From an optimization exercise on the open Yosys and OpenROAD flow, aimed at small area, a short achievable clock period and few clock cycles per item; shortcuts taken in it are not production practice. Only simulation tests tie the RTL to the original design; equivalence was not proved. No activity file was given, so power comes from the tool's default toggle rates.

<file path="design/flow/run.sh">
#!/bin/bash
# synth_recipe.tcl (not shown) runs the flow's synth.tcl, then flattens the netlist and writes it again
# the make line also repeats each setting of config.mk as NAME=value (left out here)
make -C /OpenROAD-flow-scripts/flow DESIGN_CONFIG=/design/flow/config.mk WORK_HOME=/design/flow/orfs CLKGATE_MAP_FILE= SYNTH_SCRIPT=/design/flow/synth_recipe.tcl finish
</file>
<file path="design/flow/config.mk">
export PLATFORM = sky130hd
export DESIGN_NAME = top_k_score_list
export DESIGN_NICKNAME = top_k_score_list
export VERILOG_FILES = /design/flow/design.v
export SDC_FILE = /design/flow/constraint.sdc
export NUM_CORES = 4
export LEC_CHECK = 0
export CAP_MARGIN = 20
export CORE_MARGIN = 2
export CORE_UTILIZATION = 40
export PLACE_DENSITY = 0.6
export SETUP_SLACK_MARGIN = 3.5
export SLEW_MARGIN = 20
</file>
<file path="design/flow/constraint.sdc">
create_clock -name core_clock -period 6.0 [get_ports {i_clk}]
set_input_delay 1.2000 -clock core_clock [delete_from_list [all_inputs] [get_ports {i_clk}]]
set_output_delay 1.2000 -clock core_clock [all_outputs]
set_load 0.01 [all_outputs]
</file>
<file path="design/flow/design.v">
package tksl_pkg;
    localparam logic [1:0] CMD_OFFER = 2'd0;
    localparam logic [1:0] CMD_READ  = 2'd1;
    localparam logic [1:0] CMD_CLEAR = 2'd2;
    localparam logic       REG_CAPACITY = 1'b0;
    localparam logic [4:0] CAP_RESET    = 5'd16;
    function automatic logic f_ge(input logic [31:0] a, input logic [31:0] b);
        logic [31:0] g0, p0;
        logic [15:0] g1, p1;
        logic [7:0]  g2, p2;
        logic [3:0]  g3, p3;
        logic [1:0]  g4, p4;
        logic [31:0] x, y;
        x = {~a[31], a[30:0]};
        y = {~b[31], b[30:0]};
        for (int i = 0; i < 32; i++) begin
            g0[i] = x[i] & ~y[i];
            p0[i] = x[i] | ~y[i];
        end
        for (int i = 0; i < 16; i++) begin
            g1[i] = g0[2*i+1] | (p0[2*i+1] & g0[2*i]);
            p1[i] = p0[2*i+1] & p0[2*i];
        end
        for (int i = 0; i < 8; i++) begin
            g2[i] = g1[2*i+1] | (p1[2*i+1] & g1[2*i]);
            p2[i] = p1[2*i+1] & p1[2*i];
        end
        for (int i = 0; i < 4; i++) begin
            g3[i] = g2[2*i+1] | (p2[2*i+1] & g2[2*i]);
            p3[i] = p2[2*i+1] & p2[2*i];
        end
        for (int i = 0; i < 2; i++) begin
            g4[i] = g3[2*i+1] | (p3[2*i+1] & g3[2*i]);
            p4[i] = p3[2*i+1] & p3[2*i];
        end
        f_ge = g4[1] | (p4[1] & (g4[0] | p4[0]));
    endfunction
endpackage
module tksl_cell (
    input  logic        i_clk,
    input  logic        i_we,
    input  logic [15:0] i_wid,
    input  logic [31:0] i_wscore,
    input  logic [31:0] i_cscore,
    output logic [15:0] o_id,
    output logic [31:0] o_score,
    output logic        o_ge
);
    logic [15:0] r_id;
    logic [31:0] r_score;
    assign o_ge    = tksl_pkg::f_ge(r_score, i_cscore);
    assign o_id    = r_id;
    assign o_score = r_score;
    always_ff @(posedge i_clk) begin
        if (i_we) begin
            r_id    <= i_wid;
            r_score <= i_wscore;
        end
    end
endmodule
module top_k_score_list #(
    parameter int LIST_DEPTH = 16
) (
    input  logic        i_clk,
    input  logic        i_rst_n,
    input  logic        i_req_valid,
    output logic        i_req_ready,
    input  logic [1:0]  i_req_cmd,
    input  logic [15:0] i_req_hit_id,
    input  logic [31:0] i_req_hit_score,
    input  logic [3:0]  i_req_read_pos,
    output logic        o_rsp_valid,
    input  logic        o_rsp_ready,
    output logic        o_rsp_placed,
    output logic [3:0]  o_rsp_place_pos,
    output logic        o_rsp_dropped_valid,
    output logic [15:0] o_rsp_dropped_id,
    output logic [31:0] o_rsp_dropped_score,
    output logic        o_rsp_read_valid,
    output logic [15:0] o_rsp_read_id,
    output logic [31:0] o_rsp_read_score,
    output logic [4:0]  o_rsp_fill_count,
    input  logic        psel,
    input  logic        penable,
    input  logic        pwrite,
    input  logic [2:0]  paddr,
    input  logic [31:0] pwdata,
    output logic [31:0] prdata,
    output logic        pready
);
    localparam int D  = 16;
    localparam int RW = 56;    
    localparam int OW = 108;   
    function automatic logic [4:0] f_eff_cap(input logic [4:0] cap);
        logic [4:0] res;
        if (cap == 5'd0) begin
            res = 5'd1;
        end else if (cap > 5'd16) begin
            res = 5'd16;
        end else begin
            res = cap;
        end
        f_eff_cap = res;
    endfunction
    logic [4:0] r_capacity;
    logic [4:0] r_eff_cap;
    logic       r_pready;
    logic [4:0] r_prdata;
    logic       w_cfg_wr;
    assign pready    = r_pready;
    assign prdata    = {27'd0, r_prdata};
    assign w_cfg_wr  = psel && penable && r_pready && pwrite && (paddr[2] == tksl_pkg::REG_CAPACITY);
    always_ff @(posedge i_clk) begin
        if (!i_rst_n) begin
            r_pready <= 1'b0;
        end else begin
            r_pready <= psel && penable && !r_pready;
        end
        r_prdata <= (paddr[2] == tksl_pkg::REG_CAPACITY) ? r_capacity : 5'd0;
    end
    logic        r_skid_v;
    logic        r_ready;
    logic        r_fix;        
    logic        w_adv;
    logic        w_acc;
    logic        r1_v;
    logic [1:0]  r1_cmd;
    logic [15:0] r1_id;
    logic [31:0] r1_score;
    logic [3:0]  r1_pos;
    logic [D-1:0] r1_ge;       
    logic        r1_ge_p1;     
    logic        r1_ge_p2;     
    logic        r2_v;
    logic [15:0] r2_id;
    logic [31:0] r2_score;
    logic [D-1:0] r2_wsel;     
    logic [D-1:0] r2_rsel;     
    logic        r2_placed;
    logic        r2_dropped;
    logic        r2_read;
    logic [4:0]  r2_fill;
    logic [4*D-1:0] r_ptr;     
    logic [D-1:0]   r_sh;      
    logic [D-1:0]   r_in;      
    logic [3:0]     r_rx;      
    logic [D-1:0]   r_in2;     
    logic [4:0]     r_count;
    logic           r_full;    
    logic           r_incf;    
    logic [D-1:0]   r_inr;     
    logic [D-1:0]     w_slot_we;
    logic [16*D-1:0]  w_slot_id;
    logic [32*D-1:0]  w_slot_score;
    logic [D-1:0]     w_slot_ge;
    assign w_adv       = !r_skid_v;
    assign i_req_ready = r_ready;
    assign w_acc       = i_req_valid && r_ready && i_rst_n;
    for (genvar g = 0; g < D; g++) begin : g_slot
        assign w_slot_we[g] = w_adv && r2_wsel[g];
        tksl_cell u_cell (
            .i_clk    (i_clk),
            .i_we     (w_slot_we[g]),
            .i_wid    (r2_id),
            .i_wscore (r2_score),
            .i_cscore (i_req_hit_score),
            .o_id     (w_slot_id[g*16 +: 16]),
            .o_score  (w_slot_score[g*32 +: 32]),
            .o_ge     (w_slot_ge[g])
        );
    end
    logic w_ge_p1;
    logic w_ge_p2;
    assign w_ge_p1 = tksl_pkg::f_ge(r1_score, i_req_hit_score);
    assign w_ge_p2 = tksl_pkg::f_ge(r2_score, i_req_hit_score);
    logic [4*D-1:0] w_ptr;     
    logic [D-1:0] w_in2;       
    logic [D-1:0] w_end;       
    logic [D-1:0] w_geold;     
    logic [D-1:0] w_gep;       
    logic [D-1:0] w_front;     
    logic [D-1:0] w_sh_n;
    logic [D-1:0] w_in_n;
    logic [D-1:0] w_x_dec;
    logic [D-1:0] w_rd_dec;
    logic [D-1:0] w_wsel;
    logic [D-1:0] w_rdsel;
    logic [3:0]   w_x;         
    logic [3:0]   w_rd_slot;
    logic         w_offer;
    logic         w_read;
    logic         w_clear;
    logic         w_x_p1;      
    logic         w_x_p2;      
    logic         w_last_ge;   
    logic         w_placed;
    logic         w_dropped;
    logic         w_rd_valid;
    assign w_offer = r1_v && (r1_cmd == tksl_pkg::CMD_OFFER);
    assign w_read  = r1_v && (r1_cmd == tksl_pkg::CMD_READ);
    assign w_clear = r1_v && (r1_cmd == tksl_pkg::CMD_CLEAR);
    always_comb begin
        for (int k = 0; k < D; k++) begin
            if (k > 0 && r_sh[k]) begin
                w_ptr[4*k +: 4] = r_ptr[4*(k-1) +: 4];
                w_in2[k]        = r_in2[k-1];
            end else if (r_in[k]) begin
                w_ptr[4*k +: 4] = r_rx;
                w_in2[k]        = 1'b0;
            end else begin
                w_ptr[4*k +: 4] = r_ptr[4*k +: 4];
                w_in2[k]        = r_in2[k];
            end
            w_end[k] = r_inr[k] && (k == D-1 || !r_inr[(k+1) % D]);
        end
        w_x = 4'd0;
        for (int k = 0; k < D; k++) begin
            w_x = w_x | (w_end[k] ? w_ptr[4*k +: 4] : 4'd0);
        end
        w_rd_slot = w_ptr[4*r1_pos +: 4];
        for (int i = 0; i < D; i++) begin
            w_x_dec[i]  = w_x == 4'(i);
            w_rd_dec[i] = w_rd_slot == 4'(i);
        end
        for (int k = 0; k < D; k++) begin
            w_geold[k] = r_in2[k] ? r1_ge_p2 : r1_ge[r_ptr[4*k +: 4]];
        end
        for (int k = 0; k < D; k++) begin
            if (k > 0 && r_sh[k]) begin
                w_gep[k] = (5'(k) < r_count) && w_geold[(k+D-1) % D];
            end else if (r_in[k]) begin
                w_gep[k] = (5'(k) < r_count) && r1_ge_p1;
            end else begin
                w_gep[k] = (5'(k) < r_count) && w_geold[k];
            end
        end
        w_front[0] = !w_gep[0];
        w_sh_n[0]  = 1'b0;
        for (int k = 1; k < D; k++) begin
            w_front[k] = w_gep[k-1] && !w_gep[k];
            w_sh_n[k]  = w_offer && r_inr[k] && !w_gep[k-1];
        end
        w_in_n = (w_offer ? r_inr : '0) & w_front;
    end
    assign w_x_p1     = |(r_in & w_end);
    assign w_x_p2     = |(w_in2 & w_end);
    assign w_last_ge  = w_x_p1 ? r1_ge_p1 : (w_x_p2 ? r1_ge_p2 : r1_ge[w_x]);
    assign w_placed   = w_offer && (!r_full || !w_last_ge);
    assign w_dropped  = w_offer && r_full && !w_last_ge;
    assign w_rd_valid = w_read && ({1'b0, r1_pos} < r_count);
    assign w_wsel     = w_placed ? w_x_dec : '0;
    assign w_rdsel    = w_rd_valid ? w_rd_dec : (w_dropped ? w_x_dec : '0);
    logic [4:0]   w_count_n;
    logic         w_full_n;
    logic         w_incf_n;
    logic [D-1:0] w_inr_n;
    always_comb begin
        w_count_n = r_count;
        w_full_n  = r_full;
        w_inr_n   = r_inr;
        if (w_clear) begin
            w_count_n = 5'd0;
            w_full_n  = 1'b0;
            w_inr_n   = 16'd1;
        end else if (w_offer && !r_full) begin
            w_count_n = r_count + 5'd1;
            w_full_n  = r_incf;
            if (!r_incf) begin
                w_inr_n = {r_inr[D-2:0], 1'b1};
            end
        end
        w_incf_n = (w_count_n + 5'd1) >= r_eff_cap;
    end
    logic [47:0]   w_rd_ent;
    logic [3:0]    w_ppos;
    logic [RW-1:0] w_res;
    always_comb begin
        w_rd_ent = '0;
        for (int i = 0; i < D; i++) begin
            w_rd_ent = w_rd_ent | ({48{r2_rsel[i]}} & {w_slot_id[i*16 +: 16], w_slot_score[i*32 +: 32]});
        end
        w_ppos = 4'd0;
        for (int k = 0; k < D; k++) begin
            w_ppos = w_ppos | (r_in[k] ? 4'(k) : 4'd0);
        end
    end
    assign w_res = {r2_placed, r2_dropped, r2_read, r2_fill, w_rd_ent};
    logic          r_out_v;
    logic [OW-1:0] r_out;
    logic [RW-1:0] r_skid;
    logic [3:0]    r_skid_pos;
    logic [RW-1:0] w_res_o;
    logic [3:0]    w_pos_o;
    logic [OW-1:0] w_out_n;
    logic          w_take;
    logic          w_new;
    logic          w_skid_n;
    assign w_take = r_out_v && o_rsp_ready;
    assign w_new  = w_adv && r2_v;
    always_comb begin
        w_skid_n = r_skid_v;
        if (r_skid_v) begin
            if (w_take) begin
                w_skid_n = 1'b0;
            end
        end else if (w_new && r_out_v && !o_rsp_ready) begin
            w_skid_n = 1'b1;
        end
    end
    always_ff @(posedge i_clk) begin
        if (!i_rst_n) begin
            r_out_v  <= 1'b0;
            r_skid_v <= 1'b0;
            r_fix    <= 1'b0;
            r_ready  <= 1'b1;
        end else begin
            r_skid_v <= w_skid_n;
            r_fix    <= w_cfg_wr;
            r_ready  <= !w_skid_n && !w_cfg_wr;
            if (r_skid_v) begin
                r_out_v <= 1'b1;
            end else if (w_new) begin
                r_out_v <= 1'b1;
            end else if (w_take) begin
                r_out_v <= 1'b0;
            end
        end
    end
    assign w_res_o = r_skid_v ? r_skid : w_res;
    assign w_pos_o = r_skid_v ? r_skid_pos : (r2_placed ? w_ppos : 4'd0);
    assign w_out_n = {w_res_o[55], w_pos_o, w_res_o[54:48],
                      w_res_o[54] ? w_res_o[47:0] : 48'd0,
                      w_res_o[53] ? w_res_o[47:0] : 48'd0};
    always_ff @(posedge i_clk) begin
        if (r_skid_v ? o_rsp_ready : (!r_out_v || o_rsp_ready)) begin
            r_out <= w_out_n;
        end
        if (!r_skid_v) begin
            r_skid     <= w_res;
            r_skid_pos <= r2_placed ? w_ppos : 4'd0;
        end
    end
    assign o_rsp_valid         = r_out_v;
    assign o_rsp_placed        = r_out[107];
    assign o_rsp_place_pos     = r_out[106:103];
    assign o_rsp_dropped_valid = r_out[102];
    assign o_rsp_read_valid    = r_out[101];
    assign o_rsp_fill_count    = r_out[100:96];
    assign o_rsp_dropped_id    = r_out[95:80];
    assign o_rsp_dropped_score = r_out[79:48];
    assign o_rsp_read_id       = r_out[47:32];
    assign o_rsp_read_score    = r_out[31:0];
    always_ff @(posedge i_clk) begin
        if (!i_rst_n) begin
            r1_v <= 1'b0;
            r2_v <= 1'b0;
        end else if (w_adv) begin
            r1_v <= w_acc;
            r2_v <= r1_v;
        end
    end
    always_ff @(posedge i_clk) begin
        if (w_adv) begin
            r1_cmd   <= i_req_cmd;
            r1_id    <= i_req_hit_id;
            r1_score <= i_req_hit_score;
            r1_pos   <= i_req_read_pos;
            r1_ge    <= w_slot_ge;
            r1_ge_p1 <= w_ge_p1;
            r1_ge_p2 <= w_ge_p2;
            r2_id      <= r1_id;
            r2_score   <= r1_score;
            r2_wsel    <= w_wsel;
            r2_rsel    <= w_rdsel;
            r2_placed  <= w_placed;
            r2_dropped <= w_dropped;
            r2_read    <= w_rd_valid;
            r2_fill    <= w_count_n;
        end
    end
    always_ff @(posedge i_clk) begin
        if (!i_rst_n) begin
            r_capacity <= tksl_pkg::CAP_RESET;
            r_eff_cap  <= 5'd16;
            r_count    <= 5'd0;
            r_full     <= 1'b0;
            r_incf     <= 1'b0;
            r_inr      <= 16'd1;
            r_sh       <= '0;
            r_in       <= '0;
            r_in2      <= '0;
            r_rx       <= 4'd0;
            for (int k = 0; k < D; k++) begin
                r_ptr[4*k +: 4] <= 4'(k);
            end
        end else if (w_cfg_wr) begin
            r_capacity <= pwdata[4:0];
            r_eff_cap  <= f_eff_cap(pwdata[4:0]);
        end else if (r_fix) begin
            if (r_count >= r_eff_cap) begin
                r_count <= r_eff_cap;
                r_full  <= 1'b1;
                r_incf  <= 1'b1;
                for (int k = 0; k < D; k++) begin
                    r_inr[k] <= 5'(k) < r_eff_cap;
                end
            end else begin
                r_full  <= 1'b0;
                r_incf  <= (r_count + 5'd1) >= r_eff_cap;
                for (int k = 0; k < D; k++) begin
                    r_inr[k] <= 5'(k) <= r_count;
                end
            end
        end else if (w_adv) begin
            r_count <= w_count_n;
            r_full  <= w_full_n;
            r_incf  <= w_incf_n;
            r_inr   <= w_inr_n;
            r_ptr   <= w_ptr;
            r_sh    <= w_sh_n;
            r_in    <= w_in_n;
            r_in2   <= r_in;
            r_rx    <= w_x;
        end
    end
endmodule
</file>
==> flow_summary.ini, run 1 <==
[timing]
worst_pin_slew_ns = 1.16
setup_tns_ns = 0
hold_viol_final = 0
final-setup-viol-count = 0
maxSlewViolCount = 0
rsz0062_at_grt = true
slew_headroom_pct = 22.7
finalClockSkew_ns = 0.0549
clock.fmax_mhz = 298
finalCriticalPeriod_ns = 3.36
fin_crit_sh_pct = 56.0

[worst_hold_path]
hold_depth = 0
hold_class = flip-flop to flip-flop

[global_routing]
grt_pass1_vias = 45500
grt_max_degree = 109
gr-total-overflow = 0
antenna_found_initial = 7
grt_usage_pct = 28.5
grt_pass1_wl_um = 316000

[power_and_ir_drop]
total_power_w = 0.0213
p_per_area_mw_per_mm2 = 292
p_leak_nw = 26.0
ir_worst_vdd_v = 0.000299

[route]
initialDrtViolationCount = 6346
vias_per_cell = 6.44
routed-via-count = 47400
drc = 0
wl_per_cell_um = 30.8
routed_wl_um = 226000
ant_nets = 0
first_pass_iters = 7

[critical_path]
startpoint_type = primary input
end_kind = flip-flop
worstSetupEndpoint = r1_ge_p2$_DFFE_PN_
rrSetupSlack_ns = 2.68
worst_r2r_path_depth = 12
crit_start = i_req_hit_score[1]
arrival_ns = 3.90
critPathRequiredTime_ns = 6.55
path_class = primary input to flip-flop
r2r_start = r_in[15]$_SDFFE_PN0P_
reg2reg_to = r2_wsel[6]$_SDFFCE_PN0N_
critPathMaxFanout = 14

[finish]
syn_to_final_growth_pct = 22.9
layout_common_cells = edfxtp_1 (1,036), nor2_1 (299), nand2_1 (294)
final_common_cell = edfxtp_1
multi_input_area_mm2 = 0.0238
fillCellCount = 12800
stdcell_count = 7355
utilization_pct = 49.5
drive_above_1_share_pct = 25.8
final_nets = 5421
final-seq-area_mm2 = 0.0356

[floorplanning]
core_area_mm2 = 0.148
row_count = 141
die_area_mm2 = 0.152
die_w_um = 390
fp.dieH_um = 390
initial_core_util_pct = 40.3
io_pins = 239

[cts]
htreeDepth = 4
clkSinkCount = 1256
clock_tree.root_cell = clkbuf_16
numCtsBuffers = 143
clk_pin_slew_worst_paths_ns = 0.06
clk_latency_ns = 0.81
cts_tree = yes
cts_buffer_depth = 3

[yosys]
synth_cells = 4927
ys_seq_elements = 1256
netlist_area_mm2 = 0.0595
synthArstFlopShare_pct = 0
yosysUniqueCellTypes = 83
synth_ff_type = edfxtp_1
ys_seq_area_share_pct = 59.7
synth.avg_cell_area_um2 = 12.1
synth_edf_count = 1036
yosys_warnings = 4

[flow_run]
maxCapViolations = 0

[place]
portBuffers = 182
gp_congestion = 0.944
dp_hpwl_um = 136000
dp.cells = 6817

[status]
outcome = timing/DRC/antenna clean
worst max-delay path: stages:
cell	delay, ns
buf_12	0.11
inv_8	0.07
maj3_2	0.31
maj3_2	0.33
maj3_2	0.32
maj3_2	0.30
maj3_2	0.36
a211oi_4	0.22
o31ai_4	0.16
a221oi_4	0.36
o41ai_1	0.13
registers in the layout (all words and copies together), names as in the netlist, 5 cells and up:
register               count
g_slot.u_cell.r_id       256
g_slot.u_cell.r_score    512
r1_ge                     16
r1_id                     16
r1_score                  32
r2_fill                    5
r2_id                     16
r2_rsel                   16
r2_score                  32
r2_wsel                   16
r_capacity                 5
r_count                    5
r_eff_cap                  5
r_in                      16
r_in2                     16
r_inr                     16
r_out                    108
r_prdata                   5
r_ptr                     64
r_sh                      15
r_skid                    56
layout make-up:
class                      count  share of cell area [%]
antenna                        4                  0.0137
clock buffer                 190                    5.33
sequential                  1256                    48.7
multi-input combinational   3065                    32.5
timing repair buffer         573                    7.27
clock inverter                73                    1.30
tap                         1930                    3.30
inverter                     260                    1.50
timing repair inverter         4                  0.0530
synthesized netlist by cell type (16+ instances only):
cell type / n / share of area (%)
a2111oi_0: 17 / 0.25
a211oi_1: 29 / 0.37
a21boi_0: 40 / 0.50
a21o_1: 18 / 0.23
a21oi_1: 274 / 2.3
a221oi_1: 96 / 1.4
a222oi_1: 16 / 0.27
a22o_1: 120 / 1.8
a22oi_1: 253 / 3.2
a31o_2: 21 / 0.31
and2_1: 34 / 0.36
and3_1: 33 / 0.35
buf_1: 47 / 0.30
buf_2: 20 / 0.17
buf_4: 27 / 0.34
clkbuf_1: 271 / 1.7
dfxtp_1: 220 / 7.4
edfxtp_1: 1036 / 52
ha_1: 22 / 0.46
inv_1: 247 / 1.6
maj3_1: 158 / 2.7
mux2_2: 66 / 1.2
mux2i_1: 67 / 1.1
mux4_2: 99 / 3.7
nand2_1: 304 / 1.9
nand2b_1: 70 / 0.74
nand3_1: 57 / 0.48
nand4_1: 61 / 0.64
nor2_1: 329 / 2.1
nor2b_1: 72 / 0.76
nor3_1: 32 / 0.27
nor4_1: 16 / 0.17
o2111ai_1: 31 / 0.46
o211a_1: 20 / 0.34
o211ai_1: 69 / 0.87
o21ai_0: 246 / 2.1
o21bai_1: 16 / 0.20
o221ai_1: 18 / 0.27
o22ai_1: 128 / 1.3
o31ai_1: 23 / 0.29
or3_1: 31 / 0.33
worst min path at each step:
stage	slack, ns	start	end
6_report	0.41	r1_id[2]$_DFFE_PN_	r2_id[2]$_DFFE_PN_
3_5_place_dp	0.41	r1_id[15]$_DFFE_PN_	r2_id[15]$_DFFE_PN_
2_1_floorplan	0.40	r1_id[0]$_DFFE_PN_	r2_id[0]$_DFFE_PN_
3_3_place_gp	0.40	r1_id[6]$_DFFE_PN_	r2_id[6]$_DFFE_PN_
5_1_grt	0.43	r1_id[7]$_DFFE_PN_	r2_id[7]$_DFFE_PN_
4_1_cts	0.41	r1_id[2]$_DFFE_PN_	r2_id[2]$_DFFE_PN_
cell families (layout without fill, tap and decap cells):
logic type,Yosys count,count (layout),synth area share (%)
buffers and inverters,633,1100,4.31
multiplexers,235,235,6.18
AND/OR/NAND/NOR,1076,1077,8.60
other,1,31,0.00630
flip-flops,1256,1256,59.7
AO/OA/AOI/OAI,1534,1534,17.9
adder cells (fa/ha/maj),182,182,3.16
XOR/XNOR,10,10,0.147
through the flow:
| stage | instance area (um^2) | hold slack, ns | setup slack [ns] |
|---|---|---|---|
| 3_3_place_gp | 63500 | 0.405 | 0.564 |
| 4_1_cts | 71600 | 0.409 | 2.73 |
| 2_1_floorplan | 59800 | 0.400 | 2.44 |
| 3_5_place_dp | 63500 | 0.406 | 0.566 |
| 6_report | 73100 | 0.413 | 2.64 |
| 5_1_grt | 73100 | 0.426 | 2.63 |
power by group:
part / switching (W) / internal (W) / leakage [nW]
Sequential: 0.000309 / 0.00973 / 11.8
Combinational: 0.00138 / 0.000941 / 11.9
Clock: 0.00384 / 0.00513 / 2.36
per-layer routing:
layer  track usage [%]  up-vias  part of all wire, %
li1                  -    19900                    -
met5                 0        -                0.018
met4              14.7        6                  6.2
met2              45.1     3112                   46
met3              5.73      726                   10
met1              36.9    23600                   38
repair_timing:
item | CTS | global route
endpoints found under the setup margin | 321 | 269
setup buffers | 190 | 55
hold endpoints to repair | 0 | 0
pin swaps | 183 | 125
cloned | 13 | 13
hold buffers | 0 | 0
gates resized for setup | 1172 | 207
Testbench counts, summed over its fixed seeds: cycles 24,024, items 24,000.
==> inputs of run 2 (changes only) <==
--- a/design/flow/design.v
+++ b/design/flow/design.v
@@ -122,4 +122,5 @@
     logic        r_ready;
     logic        r_fix;        
+    logic        r_fix2;       
     logic        w_adv;
     logic        w_acc;
@@ -137,4 +138,5 @@
     logic [D-1:0] r2_wsel;     
     logic [D-1:0] r2_rsel;     
+    logic [D-1:0] r3_wsel;     
     logic        r2_placed;
     logic        r2_dropped;
@@ -150,4 +152,7 @@
     logic           r_incf;    
     logic [D-1:0]   r_inr;     
+    logic [3:0]     r_x;       
+    logic [D-1:0]   r_xdec;    
+    logic           r_cap1;    
     logic [D-1:0]     w_slot_we;
     logic [16*D-1:0]  w_slot_id;
@@ -182,15 +187,12 @@
     logic [D-1:0] w_sh_n;
     logic [D-1:0] w_in_n;
-    logic [D-1:0] w_x_dec;
+    logic [D-1:0] w_ge_eff;    
     logic [D-1:0] w_rd_dec;
     logic [D-1:0] w_wsel;
     logic [D-1:0] w_rdsel;
-    logic [3:0]   w_x;         
     logic [3:0]   w_rd_slot;
     logic         w_offer;
     logic         w_read;
     logic         w_clear;
-    logic         w_x_p1;      
-    logic         w_x_p2;      
     logic         w_last_ge;   
     logic         w_placed;
@@ -214,12 +216,8 @@
             w_end[k] = r_inr[k] && (k == D-1 || !r_inr[(k+1) % D]);
         end
-        w_x = 4'd0;
-        for (int k = 0; k < D; k++) begin
-            w_x = w_x | (w_end[k] ? w_ptr[4*k +: 4] : 4'd0);
-        end
         w_rd_slot = w_ptr[4*r1_pos +: 4];
         for (int i = 0; i < D; i++) begin
-            w_x_dec[i]  = w_x == 4'(i);
             w_rd_dec[i] = w_rd_slot == 4'(i);
+            w_ge_eff[i] = r2_wsel[i] ? r1_ge_p1 : (r3_wsel[i] ? r1_ge_p2 : r1_ge[i]);
         end
         for (int k = 0; k < D; k++) begin
@@ -243,32 +241,65 @@
         w_in_n = (w_offer ? r_inr : '0) & w_front;
     end
-    assign w_x_p1     = |(r_in & w_end);
-    assign w_x_p2     = |(w_in2 & w_end);
-    assign w_last_ge  = w_x_p1 ? r1_ge_p1 : (w_x_p2 ? r1_ge_p2 : r1_ge[w_x]);
+    assign w_last_ge  = |(r_xdec & w_ge_eff);
     assign w_placed   = w_offer && (!r_full || !w_last_ge);
     assign w_dropped  = w_offer && r_full && !w_last_ge;
     assign w_rd_valid = w_read && ({1'b0, r1_pos} < r_count);
-    assign w_wsel     = w_placed ? w_x_dec : '0;
-    assign w_rdsel    = w_rd_valid ? w_rd_dec : (w_dropped ? w_x_dec : '0);
+    assign w_wsel     = w_placed ? r_xdec : '0;
+    assign w_rdsel    = w_rd_valid ? w_rd_dec : (w_dropped ? r_xdec : '0);
     logic [4:0]   w_count_n;
     logic         w_full_n;
     logic         w_incf_n;
     logic [D-1:0] w_inr_n;
+    logic [3:0]   w_x_n;
+    logic [D-1:0] w_xdec_n;
+    logic [3:0]   w_x_up;      
+    logic [3:0]   w_x_dn;      
+    logic [3:0]   w_x_0;       
+    logic [3:0]   w_x_e;       
+    logic         w_at_end;    
+    logic         w_grow;
+    assign w_grow   = w_offer && !r_full;
+    assign w_at_end = w_end[0] || |(w_gep & (w_end >> 1));
+    always_comb begin
+        w_x_up = 4'd0;
+        w_x_dn = 4'd0;
+        for (int k = 0; k < D; k++) begin
+            w_x_up = w_x_up | ((k > 0 && w_end[(k+D-1) % D]) ? w_ptr[4*k +: 4] : 4'd0);
+            w_x_dn = w_x_dn | ((k < D-1 && w_end[(k+1) % D]) ? w_ptr[4*k +: 4] : 4'd0);
+        end
+        w_x_0 = w_ptr[3:0];
+        w_x_e = 4'd0;
+        for (int k = 0; k < D; k++) begin
+            w_x_e = w_x_e | (w_end[k] ? w_ptr[4*k +: 4] : 4'd0);
+        end
+    end
     always_comb begin
         w_count_n = r_count;
         w_full_n  = r_full;
         w_inr_n   = r_inr;
+        w_incf_n  = r_incf;
+        w_x_n     = r_x;
         if (w_clear) begin
             w_count_n = 5'd0;
             w_full_n  = 1'b0;
             w_inr_n   = 16'd1;
-        end else if (w_offer && !r_full) begin
+            w_incf_n  = r_cap1;
+            w_x_n     = w_x_0;
+        end else if (w_grow) begin
             w_count_n = r_count + 5'd1;
             w_full_n  = r_incf;
+            w_incf_n  = (r_count + 5'd2) >= r_eff_cap;
             if (!r_incf) begin
                 w_inr_n = {r_inr[D-2:0], 1'b1};
+                w_x_n   = w_x_up;
+            end else if (!w_at_end) begin
+                w_x_n   = w_x_dn;
             end
+        end else if (w_placed && !w_at_end) begin
+            w_x_n     = w_x_dn;
+        end
+        for (int i = 0; i < D; i++) begin
+            w_xdec_n[i] = w_x_n == 4'(i);
         end
-        w_incf_n = (w_count_n + 5'd1) >= r_eff_cap;
     end
     logic [47:0]   w_rd_ent;
@@ -313,9 +344,11 @@
             r_skid_v <= 1'b0;
             r_fix    <= 1'b0;
+            r_fix2   <= 1'b0;
             r_ready  <= 1'b1;
         end else begin
             r_skid_v <= w_skid_n;
             r_fix    <= w_cfg_wr;
-            r_ready  <= !w_skid_n && !w_cfg_wr;
+            r_fix2   <= r_fix;
+            r_ready  <= !w_skid_n && !w_cfg_wr && !r_fix;
             if (r_skid_v) begin
                 r_out_v <= 1'b1;
@@ -377,4 +410,5 @@
             r2_read    <= w_rd_valid;
             r2_fill    <= w_count_n;
+            r3_wsel    <= r2_wsel;
         end
     end
@@ -383,4 +417,13 @@
             r_capacity <= tksl_pkg::CAP_RESET;
             r_eff_cap  <= 5'd16;
+            r_cap1     <= 1'b0;
+        end else if (w_cfg_wr) begin
+            r_capacity <= pwdata[4:0];
+            r_eff_cap  <= f_eff_cap(pwdata[4:0]);
+            r_cap1     <= f_eff_cap(pwdata[4:0]) == 5'd1;
+        end
+    end
+    always_ff @(posedge i_clk) begin
+        if (!i_rst_n) begin
             r_count    <= 5'd0;
             r_full     <= 1'b0;
@@ -391,10 +434,9 @@
             r_in2      <= '0;
             r_rx       <= 4'd0;
+            r_x        <= 4'd0;
+            r_xdec     <= 16'd1;
             for (int k = 0; k < D; k++) begin
                 r_ptr[4*k +: 4] <= 4'(k);
             end
-        end else if (w_cfg_wr) begin
-            r_capacity <= pwdata[4:0];
-            r_eff_cap  <= f_eff_cap(pwdata[4:0]);
         end else if (r_fix) begin
             if (r_count >= r_eff_cap) begin
@@ -412,4 +454,9 @@
                 end
             end
+        end else if (r_fix2) begin
+            r_x     <= w_x_e;
+            for (int i = 0; i < D; i++) begin
+                r_xdec[i] <= w_x_e == 4'(i);
+            end
         end else if (w_adv) begin
             r_count <= w_count_n;
@@ -421,5 +468,7 @@
             r_in    <= w_in_n;
             r_in2   <= r_in;
-            r_rx    <= w_x;
+            r_rx    <= r_x;
+            r_x     <= w_x_n;
+            r_xdec  <= w_xdec_n;
         end
     end
--- a/design/flow/config.mk
+++ b/design/flow/config.mk
@@ -6,7 +6,10 @@
 export NUM_CORES = 4
 export LEC_CHECK = 0
+export ABC_AREA = 1
 export CAP_MARGIN = 20
 export CORE_MARGIN = 2
 export CORE_UTILIZATION = 40
+export CTS_CLUSTER_DIAMETER = 80
+export CTS_CLUSTER_SIZE = 24
 export PLACE_DENSITY = 0.6
 export SETUP_SLACK_MARGIN = 3.5
==> run 2 against run 1 <==
Hold slack better by 0.012 ns. Wire length rose by 3.4%. Register-to-register slack improved by 0.09 ns. Setup slack gained 0.13 ns. Flip-flop and latch count grew 38. Final area hardly changed. Critical path depth increased by 15. Via count rose by 13%. Die area increased by 5.2%. Clock power fell by 28%. Clock skew grew 0.044 ns. Final cell count increased by 23%. Largest cell class unchanged. Largest power group unchanged. Highest routed layer unchanged.
==> flow_summary.ini, run 2 <==
[status]
outcome = timing/DRC/antenna clean

[route]
wl_per_cell_um = 25.9
drc = 0
first_pass_iters = 8
ant_nets = 0
routed-via-count = 53700
initialDrtViolationCount = 6169
vias_per_cell = 5.94
routed_wl_um = 234000

[floorplanning]
fp.dieH_um = 400
initial_core_util_pct = 40.2
die_w_um = 400
die_area_mm2 = 0.160
io_pins = 239
row_count = 145
core_area_mm2 = 0.156

[critical_path]
worst-path-buf-inv = 3
worst_r2r_path_depth = 26
reg2reg_to = r_xdec[2]$_SDFFE_PN0P_
rrSetupSlack_ns = 2.77
slowest_delay_ns = 0.50
cp_slowest_cell = edfxtp_1
critPathRequiredTime_ns = 6.68
path_delay_family = simple AND/OR/NAND/NOR gates
critPathMaxFanout = 8
startpoint_type = flip-flop
end_kind = flip-flop
arrival_ns = 3.92
path_class = flip-flop to flip-flop
crit_top_cell = nand2_1
r2r_start = r1_ge[14]$_DFFE_PN_

[finish]
regMostFlops = g_slot.u_cell.r_score
final_cell_area_mm2 = 0.0732
final_nets = 7038
final-seq-area_mm2 = 0.0365
layout_common_cells = nand2_1 (1,311), edfxtp_1 (1,052), inv_1 (588)
top_regs = g_slot.u_cell.r_score (512), g_slot.u_cell.r_id (256), r_out (108)
largest_reg_flops = 512
syn_to_final_growth_pct = 16.9
fillCellCount = 14500
multi_input_area_mm2 = 0.0240
utilization_pct = 47.0
final_common_cell = nand2_1
drive_above_1_share_pct = 16.8

[cts]
clk_latency_ns = 0.75
cts_tree = yes
htreeDepth = 3
numCtsBuffers = 83
clkSinkCount = 1294
cts_buffer_depth = 3
clk_pin_slew_worst_paths_ns = 0.09
clock_tree.root_cell = clkbuf_16
hold_buffers = 0

[yosys]
synth_ff_type = edfxtp_1
yosys_warnings = 4
yosysUniqueCellTypes = 63
yosysMostFrequentCell = nand2_1
ys_seq_elements = 1294
ys_seq_area_share_pct = 58.2
synthArstFlopShare_pct = 0
synth_common_cells = nand2_1 (1,375), edfxtp_1 (1,052), inv_1 (623)
netlist_area_mm2 = 0.0626
synth_edf_count = 1052
synth.avg_cell_area_um2 = 9.36
yosysTopAreaCellShare_pct = 50.5
synth_cells = 6687
synthTopCellsByArea = edfxtp_1 (50%), nand2_1 (8.2%), dfxtp_1 (7.7%)
synth_top_cell_by_area = edfxtp_1

[timing]
finalClockSkew_ns = 0.0984
rsz0062_at_grt = true
final-setup-viol-count = 0
setup_tns_ns = 0
slew_headroom_pct = 21.6
maxSlewViolCount = 0
finalCriticalPeriod_ns = 3.23
fin_crit_sh_pct = 53.9
hold_viol_final = 0
clock.fmax_mhz = 309
worst_pin_slew_ns = 1.18

[global_routing]
gr-max-usage-layer = met2
grt_usage_pct = 28.5
antenna_found_initial = 13
grt_max_degree = 109
gr-total-overflow = 0
grt_pass1_vias = 49600
grt.met1_usage_pct = 37.3
grt_pass1_wl_um = 336000
grtUsageMet3_pct = 4.53
met2_usage_pct = 45.4

[worst_hold_path]
hp-start = r1_id[14]$_DFFE_PN_
hold_class = flip-flop to flip-flop
hold_depth = 0
hold_end = r2_id[14]$_DFFE_PN_

[place]
gp_congestion = 1.02
portBuffers = 182
place_area_mm2 = 0.0666
dp_hpwl_um = 147000

[flow_run]
maxCapViolations = 0

[power_and_ir_drop]
p_per_area_mw_per_mm2 = 250
p_leak_nw = 27.8
ir_worst_vdd_v = 0.000273
run 2: layout make-up:
class	count	share of cell area, %
repair inverters	11	0.137
well taps	2058	3.52
clock buffers	101	3.00
clock inverters	51	0.988
diodes	2	0.00684
flip-flops and latches	1294	49.9
repair buffers	501	6.01
multi-input cells	4361	32.7
inverters	666	3.69
run 2: layer usage:
layer	wire length (um)	vias up	part of all wire (%)
met5	89	-	0.038
met4	14400	14	6.2
met3	20900	584	8.9
met2	107000	2847	46
met1	91900	26200	39
li1	-	24100	-
run 2: where the power goes:
| group | internal [W] | switching (W) | leakage (nW) |
|---|---|---|---|
| clock network | 0.00300 | 0.00346 | 1.40 |
| logic | 0.000638 | 0.00122 | 14.2 |
| registers | 0.00983 | 0.000160 | 12.1 |
run 2: timing repair:
action                     4_1_cts  5_1_grt
gates cloned                    14        5
setup buffers                  120       46
pin swaps                      131      151
resized for setup             1013      257
setup endpoints to repair      606      320
run 2: worst reg2reg max path, cell delays in order (launching register included):
cell and delay (ns):
edfxtp_1 0.50, buf_6 0.18, clkbuf_16 0.15, nand2_1 0.06, nand3_1 0.07, nand3_1 0.08
nand2_1 0.08, nand2_1 0.06, nand3_1 0.09, nand2_2 0.16, buf_4 0.13, a21oi_1 0.06
nand3_1 0.13, nand2_2 0.08, nor2_4 0.12, nand2_4 0.09, nor2_8 0.14, nand2_2 0.07
nand3_2 0.07, nand2_1 0.06, nand2_1 0.09, nand2_1 0.06, nand2_2 0.11, nand3_4 0.11
nor2_4 0.21, nand2_1 0.09, a21oi_2 0.11
run 2: cells by family (layout without fill, tap and decap cells):
group           after synthesis  count (layout)  synth area share, %
xor+xnor                      4               4               0.0559
buf+inv                    1059            1330                 6.98
other cells                   1              29              0.00599
fa+ha+maj                    42              42                0.767
flops                      1294            1294                 58.2
simple gates               2582            2583                 17.4
compound gates             1705            1705                 16.6
run 2: worst max-delay path by stage:
stage / cells after the start / startpoint / slack, ns / end
3_5_place_dp: 13 / i_req_hit_score[1] / 1.18 / r1_ge[4]$_DFFE_PN_
5_1_grt: 24 / r1_ge[14]$_DFFE_PN_ / 2.61 / r_xdec[6]$_SDFFE_PN0P_
6_report: 26 / r1_ge[14]$_DFFE_PN_ / 2.77 / r_xdec[2]$_SDFFE_PN0P_
4_1_cts: 25 / r1_ge[13]$_DFFE_PN_ / 2.83 / r_xdec[14]$_SDFFE_PN0P_
3_3_place_gp: 13 / i_req_hit_score[1] / 1.19 / r1_ge[4]$_DFFE_PN_
2_1_floorplan: 14 / i_req_hit_score[1] / 3.14 / r1_ge[12]$_DFFE_PN_
run 2: through the flow:
stage               setup slack [ns]  power [W]  cells  hold WS [ns]
floorplan                       3.14     0.0110   6713         0.400
global route                    2.61     0.0188   9045         0.436
finish                          2.77     0.0183   9045         0.425
CTS                             2.83     0.0182   8992         0.426
detailed placement              1.18     0.0117   8706         0.405
global placement                1.19     0.0116   8704         0.402
Testbench counts of run 2, summed over its fixed seeds: cycles 24,024, items 24,000.
==> inputs of run 3 (changes only) <==
--- a/design/flow/config.mk
+++ b/design/flow/config.mk
@@ -9,8 +9,8 @@
 export CAP_MARGIN = 20
 export CORE_MARGIN = 2
-export CORE_UTILIZATION = 40
+export CORE_UTILIZATION = 55
 export CTS_CLUSTER_DIAMETER = 80
 export CTS_CLUSTER_SIZE = 24
-export PLACE_DENSITY = 0.6
+export PLACE_DENSITY = 0.7
 export SETUP_SLACK_MARGIN = 3.5
 export SLEW_MARGIN = 20
==> run 3 against run 2 <==
Clock power decreased by 15%. Still clean. Synthesized area unchanged. Critical endpoint is now r_xdec[7]$_SDFFE_PN0P_. Flip-flop and latch count unchanged. Setup slack got worse by 0.040 ns. First-iteration DRC count increased by 20%. Hold slack got worse by 0.0039 ns. Clock-buffer cell count unchanged.
==> flow_summary.ini, run 3 <==
[timing]
clock.fmax_mhz = 306
slew_headroom_pct = 27.2
fin_crit_sh_pct = 54.5
maxSlewViolCount = 0
finalCriticalPeriod_ns = 3.27
final-setup-viol-count = 0
setup_ws_ns = 2.73
rsz0062_at_grt = true
worst_pin_slew_ns = 1.09
setup_tns_ns = 0
hold_viol_final = 0
finalClockSkew_ns = 0.0468

[cts]
clk_pin_slew_worst_paths_ns = 0.10
hold_buffers = 0
htreeDepth = 3
numCtsBuffers = 69
cts_tree = yes
clk_latency_ns = 0.72
clkSinkCount = 1294
clock_tree.root_cell = clkbuf_16
cts_buffer_depth = 3

[finish]
drive_above_1_share_pct = 16.9
layout_common_cells = nand2_1 (1,284), edfxtp_1 (1,052), inv_1 (591)
largest_reg_flops = 512
regMostFlops = g_slot.u_cell.r_score
final_common_cell = nand2_1
final_nets = 7014
syn_to_final_growth_pct = 15.2
top_regs = g_slot.u_cell.r_score (512), g_slot.u_cell.r_id (256), r_out (108)

[power_and_ir_drop]
p_per_area_mw_per_mm2 = 241
ir_worst_vdd_v = 0.000220
p_leak_nw = 27.5

[route]
vias_per_cell = 6.38
wl_per_cell_um = 26.5
routed_wl_um = 224000
drc = 0
routed-via-count = 53900
ant_nets = 0
first_pass_iters = 7
initialDrtViolationCount = 7433

[yosys]
ys_seq_elements = 1294
synth_top_cell_by_area = edfxtp_1
synthTopCellsByArea = edfxtp_1 (50%), nand2_1 (8.2%), dfxtp_1 (7.7%)
netlist_area_mm2 = 0.0626
synth.avg_cell_area_um2 = 9.36
synth_ff_type = edfxtp_1
yosysUniqueCellTypes = 63
yosys_warnings = 4
ys_seq_area_share_pct = 58.2
yosysMostFrequentCell = nand2_1
yosysTopAreaCellShare_pct = 50.5
synth_cells = 6687
synth_common_cells = nand2_1 (1,375), edfxtp_1 (1,052), inv_1 (623)
synthArstFlopShare_pct = 0
synth_edf_count = 1052

[global_routing]
grt_pass1_wl_um = 321000
gr-total-overflow = 0
antenna_found_initial = 8
grt_max_degree = 131
grt_usage_pct = 37.1
grt_pass1_vias = 49600

[flow_run]
maxCapViolations = 0

[floorplanning]
initial_core_util_pct = 55.6
io_pins = 239
die_w_um = 341
die_area_mm2 = 0.117
core_area_mm2 = 0.113
row_count = 123
fp.dieH_um = 341

[place]
place_ws_ns = 1.26
portBuffers = 182
gp_congestion = 1.03
dp_hpwl_um = 141000

[worst_hold_path]
hold_depth = 1
hold_class = flip-flop to flip-flop
hold_end = r_pready$_SDFF_PN0_
hp-start = r_pready$_SDFF_PN0_

[status]
outcome = timing/DRC/antenna clean

[critical_path]
critPathMaxFanout = 8
arrival_ns = 3.90
worst_r2r_path_depth = 27
cp_slowest_cell = edfxtp_1
startpoint_type = flip-flop
worst-path-buf-inv = 2
path_class = flip-flop to flip-flop
r2r_start = r1_ge[9]$_DFFE_PN_
end_kind = flip-flop
critPathRequiredTime_ns = 6.63
slowest_delay_ns = 0.50
reg2reg_to = r_xdec[7]$_SDFFE_PN0P_
rrSetupSlack_ns = 2.73
crit_top_cell = nand2_2
path_delay_family = simple AND/OR/NAND/NOR gates
## run 3: cell counts after synthesis
Identical to the previous run, type by type.
## run 3: metal layers
layer  global-route usage [%]  up-vias  wire [um]
met5                        0        -         56
met4                     26.7        8      19700
met3                     6.99      825      23100
met2                     57.2     3408     100000
met1                     47.0    25700      80600
li1                         -    24000          -
## run 3: logic make-up (layout without fill, tap and decap cells)
logic type,Yosys count,after routing,share of synthesized area [%]
buffers and inverters,1059,1294,6.98
AOI/OAI and AO/OA,1705,1705,16.6
DFF,1294,1294,58.2
adders and majority gates,42,42,0.767
other,1,29,0.00599
xor gates and xnor gates,4,4,0.0559
and+or+nand+nor,2582,2582,17.4
## run 3: worst reg2reg max path: cells and delay by family, from the launching register on
| kind | cells | cell delay (ns) |
|---|---|---|
| flops | 1 | 0.50 |
| simple gates | 24 | 2.21 |
| compound gates | 1 | 0.12 |
| buf+inv | 2 | 0.37 |
## run 3: area by class of cell
class	count	area (um^2)
clock inverter	24	407
tap	1500	1880
timing repair buffer	490	4440
antenna	2	5.00
inverter	666	2720
fill	9093	40500
sequential	1294	36500
multi-input combinational	4360	24200
clock buffer	101	1860
timing repair inverter	13	121
## run 3: stage by stage
stage / instances / total power (W) / instance area [um^2] / hold WS (ns) / utilization, %
after CTS: 8396 / 0.0172 / 70400 / 0.426 / 62.5
after floorplan: 6713 / 0.0110 / 63000 / 0.400 / -
final: 8450 / 0.0174 / 72100 / 0.421 / 64.0
after global routing: 8448 / 0.0178 / 72100 / 0.431 / 64.0
after global placement: 8132 / 0.0116 / 65800 / 0.401 / 58.4
after detailed placement: 8132 / 0.0116 / 65800 / 0.405 / 58.4
## run 3: power breakdown
part	leakage (nW)	switching [W]	internal, W
logic	14.3	0.00124	0.000654
clock network	1.07	0.00312	0.00237
registers	12.1	0.000158	0.00983
## run 3: worst max-delay path by stage
stage / from / end / slack [ns] / cells past startpoint
after floorplan: i_req_hit_score[1] / r1_ge[12]$_DFFE_PN_ / 3.14 / 14
after global placement: i_req_hit_score[1] / r1_ge[14]$_DFFE_PN_ / 1.29 / 13
after detailed placement: i_req_hit_score[1] / r1_ge[14]$_DFFE_PN_ / 1.26 / 13
after CTS: r1_ge[10]$_DFFE_PN_ / r_xdec[7]$_SDFFE_PN0P_ / 2.89 / 27
after global routing: r1_ge[11]$_DFFE_PN_ / r_xdec[7]$_SDFFE_PN0P_ / 2.59 / 25
final: r1_ge[9]$_DFFE_PN_ / r_xdec[7]$_SDFFE_PN0P_ / 2.73 / 27
## run 3: repair_timing
item	CTS	global route
pin swaps	127	194
setup endpoints to repair	483	181
resized for setup	991	347
hold endpoints to repair	0	0
cloned	12	8
setup buffers	127	44
==> inputs of run 4 (changes only) <==
--- a/design/flow/config.mk
+++ b/design/flow/config.mk
@@ -9,8 +9,8 @@
 export CAP_MARGIN = 20
 export CORE_MARGIN = 2
-export CORE_UTILIZATION = 55
+export CORE_UTILIZATION = 40
 export CTS_CLUSTER_DIAMETER = 80
 export CTS_CLUSTER_SIZE = 24
-export PLACE_DENSITY = 0.7
-export SETUP_SLACK_MARGIN = 3.5
+export PLACE_DENSITY = 0.6
+export SETUP_SLACK_MARGIN = 2.7
 export SLEW_MARGIN = 20
==> run 4 against run 3 <==
First-iteration DRC count decreased by 15%. Sequential power about the same. Via count decreased by 1.8%. Largest power group unchanged.
==> flow_summary.ini, run 4 <==
[yosys]
synth_cells = 6687
yosysMostFrequentCell = nand2_1
ys_seq_elements = 1294
yosysTopAreaCellShare_pct = 50.5
synthTopCellsByArea = edfxtp_1 (50%), nand2_1 (8.2%), dfxtp_1 (7.7%)
synthArstFlopShare_pct = 0
yosysUniqueCellTypes = 63
yosys_warnings = 4
synth_common_cells = nand2_1 (1,375), edfxtp_1 (1,052), inv_1 (623)
synth_edf_count = 1052
ys_seq_area_share_pct = 58.2
netlist_area_mm2 = 0.0626
synth_top_cell_by_area = edfxtp_1
synth.avg_cell_area_um2 = 9.36
synth_ff_type = edfxtp_1

[global_routing]
grt_pass1_vias = 48500
grt_pass1_wl_um = 329000
antenna_found_initial = 12
grt_max_degree = 120
gr-total-overflow = 0
grt_usage_pct = 27.9

[critical_path]
critPathMaxFanout = 22
critical_path.cell_chain = clkdlybuf4s50_1 > buf_4 > clkinvlp_4 > buf_4 > o221ai_1 > a21oi_1 > a221oi_1 > o211ai_1 > nand2_1 > nand3_1
path_class = primary input to flip-flop
startpoint_type = primary input
end_kind = flip-flop
worst-path-buf-inv = 4
critPathRequiredTime_ns = 6.47
slowest_delay_ns = 0.56
arrival_ns = 3.76
cp_slowest_cell = a221oi_1
crit_top_cell = buf_4
path_delay_family = buffers and inverters

[timing]
finalClockSkew_ns = 0.0776
rsz0062_at_grt = true
hold_viol_final = 0
finalCriticalPeriod_ns = 3.29
slew_headroom_pct = 19.6
clock.fmax_mhz = 304
final-setup-viol-count = 0
fin_crit_sh_pct = 54.8
worst_pin_slew_ns = 1.21
setup_tns_ns = 0
maxSlewViolCount = 0

[power_and_ir_drop]
power_frac_clock_pct = 35.9
switching_share_pct = 26.3
ir_worst_vdd_v = 0.000229
p_leak_nw = 26.7
p_sw_w = 0.00478
power.share.sequential_pct = 54.9
p_comb_share_pct = 9.2
p_per_area_mw_per_mm2 = 255
internal_power_w = 0.0134

[worst_hold_path]
hold_class = flip-flop to flip-flop

[cts]
clk_pin_slew_worst_paths_ns = 0.09
clk_latency_ns = 0.75
htreeDepth = 3
numCtsBuffers = 81
cts_tree = yes
clkSinkCount = 1294
cts_buffer_depth = 3
clock_tree.root_cell = clkbuf_16

[finish]
final_common_cell = nand2_1
multi_input_area_mm2 = 0.0227
syn_to_final_growth_pct = 13.9
drive_above_1_share_pct = 9.90
regMostFlops = g_slot.u_cell.r_score
fillCellCount = 14500
final_cell_area_mm2 = 0.0713
layout_common_cells = nand2_1 (1,333), edfxtp_1 (1,052), inv_1 (611)
final-seq-area_mm2 = 0.0365
final_nets = 6939
top_regs = g_slot.u_cell.r_score (512), g_slot.u_cell.r_id (256), r_out (108)
largest_reg_flops = 512

[route]
routed_wl_um = 230000
wl_per_cell_um = 25.7
routed-via-count = 53000
initialDrtViolationCount = 6285
drc = 0
vias_per_cell = 5.92
first_pass_iters = 9
ant_nets = 0

[flow_run]
maxCapViolations = 0

[floorplanning]
fp.dieH_um = 400
initial_core_util_pct = 40.2
io_pins = 239
die_w_um = 400
core_area_mm2 = 0.156
row_count = 145
die_area_mm2 = 0.160

[place]
portBuffers = 182
place_area_mm2 = 0.0667
dp_hpwl_um = 149000
gp_congestion = 0.970

[status]
outcome = timing/DRC/antenna clean
==> run 4: cell counts after synthesis <==
Identical to the previous run, type by type.
==> run 4: metal layers <==
layer,up-vias,global-route usage (%),part of all wire [%],wire length [um]
met5,-,0,0.024,56
met4,10,13.2,5.4,12400
met3,531,4.37,8.6,19900
met2,2792,45.2,47,107000
met1,25700,36.6,39,90700
li1,23900,-,-,-
==> run 4: final cells by class <==
| class | count | share of cell area, % |
|---|---|---|
| clock buffer | 99 | 3.05 |
| timing repair buffer | 410 | 5.47 |
| timing repair inverter | 6 | 0.0509 |
| clock inverter | 52 | 1.11 |
| tap | 2058 | 3.61 |
| sequential | 1294 | 51.2 |
| antenna | 6 | 0.0211 |
| multi-input combinational | 4360 | 31.9 |
| inverter | 666 | 3.65 |
==> run 4: cells by family (layout without fill, tap and decap cells) <==
logic type,after synthesis,after routing,synth area share [%]
other,1,33,0.00599
AOI/OAI and AO/OA,1705,1705,16.6
and+or+nand+nor,2582,2582,17.4
buffers and inverters,1059,1233,6.98
DFF,1294,1294,58.2
xor gates and xnor gates,4,4,0.0559
adders and majority gates,42,42,0.767
==> run 4: power groups by stage <==
| stage | Clock [W] | Combinational, W | Sequential [W] |
|---|---|---|---|
| 4_1_cts | 0.00664 | 0.00157 | 0.00999 |
| 6_report | 0.00653 | 0.00168 | 0.0100 |
| 5_1_grt | 0.00692 | 0.00178 | 0.0100 |
| 3_3_place_gp | 0 | 0.00138 | 0.0103 |
| 3_5_place_dp | 0 | 0.00142 | 0.0103 |
| 2_1_floorplan | 0 | 0.000884 | 0.0101 |
==> run 4: metrics by stage <==
step                      std cells  total power (W)  hold WS, ns  utilization (%)  setup WS (ns)
after floorplan                6713           0.0110        0.400                -           2.54
after detailed placement       8720           0.0117        0.407             42.8           1.07
after CTS                      8914           0.0182        0.428             45.3           2.65
after global routing           8946           0.0187        0.431             45.7           2.59
after global placement         8715           0.0116        0.402             42.7           1.04
final                          8951           0.0182        0.426             45.8           2.71
==> run 4: path summary, 6_finish.rpt <==
path | start | endpoint | slack (ns) | cells after the start
setup / recovery | i_req_hit_score[22] | r1_ge[12]$_DFFE_PN_ | 2.71 | 10
hold / removal | r1_id[11]$_DFFE_PN_ | r2_id[11]$_DFFE_PN_ | 0.43 | 0
setup reg to reg | r_sh[6]$_SDFFE_PN0P_ | r_xdec[3]$_SDFFE_PN0P_ | 2.76 | 14
hold reg to reg | r1_id[11]$_DFFE_PN_ | r2_id[11]$_DFFE_PN_ | 0.43 | 0
==> run 4: timing repair <==
action                     4_1_cts  5_1_grt
hold buffers                     0        0
cloned                           6        4
pin swaps                       18       57
setup endpoints to repair       54       46
resized for setup              112      180
buffers inserted                37       27
hold endpoints to repair         0        0
==> inputs of run 5 (changes only) <==
--- a/design/flow/design.v
+++ b/design/flow/design.v
@@ -36,4 +36,36 @@
         f_ge = g4[1] | (p4[1] & (g4[0] | p4[0]));
     endfunction
+    function automatic logic [1:0] f_gp16(input logic [15:0] a, input logic [15:0] b);
+        logic [15:0] g0, p0;
+        logic [7:0]  g1, p1;
+        logic [3:0]  g2, p2;
+        logic [1:0]  g3, p3;
+        for (int i = 0; i < 16; i++) begin
+            g0[i] = a[i] & ~b[i];
+            p0[i] = a[i] | ~b[i];
+        end
+        for (int i = 0; i < 8; i++) begin
+            g1[i] = g0[2*i+1] | (p0[2*i+1] & g0[2*i]);
+            p1[i] = p0[2*i+1] & p0[2*i];
+        end
+        for (int i = 0; i < 4; i++) begin
+            g2[i] = g1[2*i+1] | (p1[2*i+1] & g1[2*i]);
+            p2[i] = p1[2*i+1] & p1[2*i];
+        end
+        for (int i = 0; i < 2; i++) begin
+            g3[i] = g2[2*i+1] | (p2[2*i+1] & g2[2*i]);
+            p3[i] = p2[2*i+1] & p2[2*i];
+        end
+        f_gp16 = {g3[1] | (p3[1] & g3[0]), p3[1] & p3[0]};
+    endfunction
+    function automatic logic [2:0] f_ge_parts(input logic [31:0] a, input logic [31:0] b);
+        logic [1:0] hi, lo;
+        hi = f_gp16({~a[31], a[30:16]}, {~b[31], b[30:16]});
+        lo = f_gp16(a[15:0], b[15:0]);
+        f_ge_parts = {hi, lo[1] | lo[0]};
+    endfunction
+    function automatic logic f_ge_join(input logic [2:0] parts);
+        f_ge_join = parts[2] | (parts[1] & parts[0]);
+    endfunction
 endpackage
 module tksl_cell (
@@ -45,9 +77,9 @@
     output logic [15:0] o_id,
     output logic [31:0] o_score,
-    output logic        o_ge
+    output logic [2:0]  o_ge
 );
     logic [15:0] r_id;
     logic [31:0] r_score;
-    assign o_ge    = tksl_pkg::f_ge(r_score, i_cscore);
+    assign o_ge    = tksl_pkg::f_ge_parts(r_score, i_cscore);
     assign o_id    = r_id;
     assign o_score = r_score;
@@ -130,7 +162,10 @@
     logic [31:0] r1_score;
     logic [3:0]  r1_pos;
-    logic [D-1:0] r1_ge;       
-    logic        r1_ge_p1;     
-    logic        r1_ge_p2;     
+    logic [3*D-1:0] r1_gep;    
+    logic [2:0]  r1_gep_p1;    
+    logic [2:0]  r1_gep_p2;    
+    logic [D-1:0] r1_ge;
+    logic        r1_ge_p1;
+    logic        r1_ge_p2;
     logic        r2_v;
     logic [15:0] r2_id;
@@ -158,5 +193,5 @@
     logic [16*D-1:0]  w_slot_id;
     logic [32*D-1:0]  w_slot_score;
-    logic [D-1:0]     w_slot_ge;
+    logic [3*D-1:0]   w_slot_ge;
     assign w_adv       = !r_skid_v;
     assign i_req_ready = r_ready;
@@ -172,11 +207,18 @@
             .o_id     (w_slot_id[g*16 +: 16]),
             .o_score  (w_slot_score[g*32 +: 32]),
-            .o_ge     (w_slot_ge[g])
+            .o_ge     (w_slot_ge[3*g +: 3])
         );
     end
-    logic w_ge_p1;
-    logic w_ge_p2;
-    assign w_ge_p1 = tksl_pkg::f_ge(r1_score, i_req_hit_score);
-    assign w_ge_p2 = tksl_pkg::f_ge(r2_score, i_req_hit_score);
+    logic [2:0] w_ge_p1;
+    logic [2:0] w_ge_p2;
+    assign w_ge_p1 = tksl_pkg::f_ge_parts(r1_score, i_req_hit_score);
+    assign w_ge_p2 = tksl_pkg::f_ge_parts(r2_score, i_req_hit_score);
+    always_comb begin
+        for (int i = 0; i < D; i++) begin
+            r1_ge[i] = tksl_pkg::f_ge_join(r1_gep[3*i +: 3]);
+        end
+        r1_ge_p1 = tksl_pkg::f_ge_join(r1_gep_p1);
+        r1_ge_p2 = tksl_pkg::f_ge_join(r1_gep_p2);
+    end
     logic [4*D-1:0] w_ptr;     
     logic [D-1:0] w_in2;       
@@ -260,5 +302,15 @@
     logic         w_grow;
     assign w_grow   = w_offer && !r_full;
-    assign w_at_end = w_end[0] || |(w_gep & (w_end >> 1));
+    logic [D-1:0] w_dec_up;
+    logic [D-1:0] w_dec_dn;
+    logic [D-1:0] w_dec_0;
+    always_comb begin
+        for (int i = 0; i < D; i++) begin
+            w_dec_up[i] = w_x_up == 4'(i);
+            w_dec_dn[i] = w_x_dn == 4'(i);
+            w_dec_0[i]  = w_x_0 == 4'(i);
+        end
+    end
+    assign w_at_end = w_end[0] || |(w_dec_dn & w_ge_eff);
     always_comb begin
         w_x_up = 4'd0;
@@ -280,4 +332,5 @@
         w_incf_n  = r_incf;
         w_x_n     = r_x;
+        w_xdec_n  = r_xdec;
         if (w_clear) begin
             w_count_n = 5'd0;
@@ -286,4 +339,5 @@
             w_incf_n  = r_cap1;
             w_x_n     = w_x_0;
+            w_xdec_n  = w_dec_0;
         end else if (w_grow) begin
             w_count_n = r_count + 5'd1;
@@ -292,13 +346,13 @@
             if (!r_incf) begin
                 w_inr_n = {r_inr[D-2:0], 1'b1};
-                w_x_n   = w_x_up;
+                w_x_n    = w_x_up;
+                w_xdec_n = w_dec_up;
             end else if (!w_at_end) begin
-                w_x_n   = w_x_dn;
+                w_x_n    = w_x_dn;
+                w_xdec_n = w_dec_dn;
             end
         end else if (w_placed && !w_at_end) begin
             w_x_n     = w_x_dn;
-        end
-        for (int i = 0; i < D; i++) begin
-            w_xdec_n[i] = w_x_n == 4'(i);
+            w_xdec_n  = w_dec_dn;
         end
     end
@@ -399,7 +453,7 @@
             r1_score <= i_req_hit_score;
             r1_pos   <= i_req_read_pos;
-            r1_ge    <= w_slot_ge;
-            r1_ge_p1 <= w_ge_p1;
-            r1_ge_p2 <= w_ge_p2;
+            r1_gep    <= w_slot_ge;
+            r1_gep_p1 <= w_ge_p1;
+            r1_gep_p2 <= w_ge_p2;
             r2_id      <= r1_id;
             r2_score   <= r1_score;
--- a/design/flow/config.mk
+++ b/design/flow/config.mk
@@ -13,4 +13,4 @@
 export CTS_CLUSTER_SIZE = 24
 export PLACE_DENSITY = 0.6
-export SETUP_SLACK_MARGIN = 2.7
+export SETUP_SLACK_MARGIN = 3.5
 export SLEW_MARGIN = 20
==> run 5 against run 4 <==
Clock-buffer cell count increased by 4. Flip-flop and latch count rose by 36. Die area increased by 4.3%. Final cell count grew 8.8%. Wire length rose by 13%. First-iteration DRC count rose by 6.2%. Critical path type is now flip-flop to flip-flop. Final area increased by 8.2%. Synthesized cell count up 8.2%. Still clean. Power up 7.6%. Non-clock buffer count grew 108. Highest routed layer unchanged.
==> flow_summary.ini, run 5 <==
[status]
outcome = timing/DRC/antenna clean

[yosys]
muxShareOfSynthArea_pct = 0
synth_xor_area_share_pct = 0.0402
synthTopCellsByArea = edfxtp_1 (50%), nand2_1 (10%), dfxtp_1 (7.4%)
yosys_warnings = 4
yosysMostFrequentCell = nand2_1
synth_top_cell_by_area = edfxtp_1
synth_cells = 7237
synth_edf_count = 1088
synth.avg_cell_area_um2 = 9.03
synth_simple_gate_area_share_pct = 19.3
ys_seq_area_share_pct = 57.4
synthArstFlopShare_pct = 0
yosysUniqueCellTypes = 60
netlist_area_mm2 = 0.0654
synth_compound_area_share_pct = 16.2
yosysTopAreaCellShare_pct = 50.0
synth_top_family_by_area = simple AND/OR/NAND/NOR gates
synth_ff_type = edfxtp_1
ys_seq_elements = 1330
synthAdderAreaFrac_pct = 0.475
synth_common_cells = nand2_1 (1,737), edfxtp_1 (1,088), nor2_1 (699)

[cts]
hold_buffers = 0
clock_tree.root_cell = clkbuf_16
numCtsBuffers = 86
cts_buffer_depth = 3
clkSinkCount = 1330
htreeDepth = 3
clk_pin_slew_worst_paths_ns = 0.09
clk_latency_ns = 0.76
cts_tree = yes

[finish]
final_common_cell = nand2_1
regMostFlops = g_slot.u_cell.r_score
drive_above_1_share_pct = 16.6
syn_to_final_growth_pct = 18.1
top_regs = g_slot.u_cell.r_score (512), g_slot.u_cell.r_id (256), r_out (108)
largest_reg_flops = 512
final_nets = 7602
final_cell_area_mm2 = 0.0772
layout_common_cells = nand2_1 (1,652), edfxtp_1 (1,088), nor2_1 (641)

[floorplanning]
row_count = 148
io_pins = 239
core_area_mm2 = 0.163
fp.dieH_um = 408
die_w_um = 408
die_area_mm2 = 0.167
initial_core_util_pct = 40.2

[power_and_ir_drop]
p_sw_w = 0.00545
ir_worst_vdd_v = 0.000215
p_leak_nw = 29.9
power_frac_clock_pct = 35.0
internal_power_w = 0.0141
p_per_area_mw_per_mm2 = 254
power.share.sequential_pct = 52.9
switching_share_pct = 27.8
p_comb_share_pct = 12.1

[route]
vias_per_cell = 5.85
met3_wirelength_um = 21800
ant_nets = 0
wl_per_cell_um = 26.7
routed-via-count = 57000
met1_length_um = 101000
highest_layer = met5
wl_met2_um = 118000
initialDrtViolationCount = 6673
routed_wl_um = 260000
drc = 0
first_pass_iters = 8

[critical_path]
critPathRequiredTime_ns = 6.61
arrival_ns = 3.36
path_class = flip-flop to flip-flop
rrSetupSlack_ns = 3.26
end_kind = flip-flop
startpoint_type = flip-flop
critPathMaxFanout = 7

[worst_hold_path]
hold_class = flip-flop to flip-flop

[global_routing]
grt_pass1_vias = 52800
antenna_found_initial = 6
grt_usage_pct = 30.0
grt_max_degree = 109
gr-total-overflow = 0
grt_pass1_wl_um = 368000

[timing]
final-setup-viol-count = 0
fin_crit_sh_pct = 45.7
slew_headroom_pct = 23.6
clock.fmax_mhz = 365
rsz0062_at_grt = true
finalCriticalPeriod_ns = 2.74
maxSlewViolCount = 0
worst_pin_slew_ns = 1.15
setup_ws_ns = 3.26
finalClockSkew_ns = 0.0467
setup_tns_ns = 0
hold_viol_final = 0

[place]
place_area_mm2 = 0.0694
portBuffers = 182
gp_congestion = 1.01
dp_hpwl_um = 166000
place_ws_ns = 1.80

[flow_run]
maxCapViolations = 0
## run 5: cell types whose count changed in the layout (fill, tap and decap cells not counted), moves of 51 or more
cell / delta
a21oi_1: -129
buf_2: +109
buf_6: +53
clkdlybuf4s50_1: -128
dfxtp_1: -51
inv_1: -56
nand2_1: +319
nand3_1: -125
nor2_1: +160
o21ai_0: +89
o22ai_1: -55
## run 5: critical path: stages (launching register included)
cell and delay (ns):
dfxtp_4 0.37, buf_6 0.16, nand2_1 0.10, nand3_2 0.11, nand3_2 0.16, nand2_1 0.08
nor2_2 0.14, nand2_1 0.10, nor2_4 0.13, buf_12 0.14, nor2_4 0.07, nand3b_1 0.09
nand2_1 0.09, nor2_4 0.14, nand3_4 0.17, o21bai_4 0.20, buf_6 0.14, nand3_1 0.06
nand2_1 0.08, nor2_1 0.05
## run 5: repair_timing
action / in CTS / in global routing
endpoints found under the setup margin: 945 / 287
endpoints found under the hold margin: 0 / 0
gates resized for setup: 1015 / 404
buffers inserted: 136 / 71
cloned: 18 / 6
pin swaps: 76 / 116
## run 5: cell families after synthesis
family	after synthesis
other	1
adders and majority gates	25
AOI/OAI and AO/OA	1733
buffers and inverters	1078
and+or+nand+nor	3067
xor gates and xnor gates	3
DFF	1330
## run 5: final timing paths
kind                              from                endpoint  cells after the start
hold reg to reg    r_pready$_SDFF_PN0_     r_pready$_SDFF_PN0_                      1
setup reg to reg  r_rx[0]$_SDFFE_PN0P_  r_xdec[1]$_SDFFE_PN0P_                     19
hold / removal     r_pready$_SDFF_PN0_     r_pready$_SDFF_PN0_                      1
setup / recovery  r_rx[0]$_SDFFE_PN0P_  r_xdec[1]$_SDFFE_PN0P_                     19
## run 5: power groups by stage
stage | combinational [W] | clock, W | sequential, W
2_1_floorplan | 0.00104 | 0 | 0.0105
3_3_place_gp | 0.00177 | 0 | 0.0106
4_1_cts | 0.00216 | 0.00694 | 0.0104
3_5_place_dp | 0.00178 | 0 | 0.0106
5_1_grt | 0.00250 | 0.00726 | 0.0104
6_report | 0.00237 | 0.00685 | 0.0104
## run 5: metrics by stage
step | utilization (%) | hold slack, ns | cells | power [W]
finish | 47.5 | 0.410 | 9738 | 0.0196
global route | 47.5 | 0.432 | 9731 | 0.0201
CTS | 46.3 | 0.410 | 9654 | 0.0195
detailed placement | 42.7 | 0.407 | 9338 | 0.0124
global placement | 42.7 | 0.402 | 9338 | 0.0123
floorplan | - | 0.400 | 7263 | 0.0115
## run 5: area by class of cell
type,count,area (um^2)
sequential,1330,37700
inverter,676,2880
timing repair inverter,11,75.1
antenna,7,17.5
clock inverter,59,871
clock buffer,103,2240
multi-input combinational,4859,25800
fill,15400,85400
tap,2175,2720
timing repair buffer,518,4920
## run 5: routing by layer
metal	track usage [%]	up-vias
met1	38.6	27600
met3	4.27	662
met4	18.9	6
li1	-	25700
met5	0	-
met2	47.7	3011
Testbench counts of run 5, summed over its fixed seeds: cycles 24,024, items 24,000.

## afterwards: timing with drivers on the ports
In the flow no input, the clock included, has a driving cell. The finished layouts below were timed again as built, in two steps.
Step 1 assumes that a clkbuf_16 drives the clock port and a buf_2 every other input.
Step 2 times the ports against the registers' clock, not the clock port: input delays grow and output delays shrink by t, the midpoint of the rising clock arrivals with the driver on.
Three values: ideal, step 1, step 2; two values: the first two.
run	t, ns	slack for setup (ns)	worst data-port slew with drivers (ns)
run 1	0.869	2.642 / 2.659 / 1.791	0.17
run 2	0.798	2.768 / 2.768 / 2.246	0.21
run 3	0.780	2.728 / 2.728 / 2.346	0.15
run 4	0.807	2.711 / 2.668 / 1.860	0.21
run 5	0.824	3.257 / 3.257 / 2.493	0.29
After both steps every run listed still meets setup and hold.
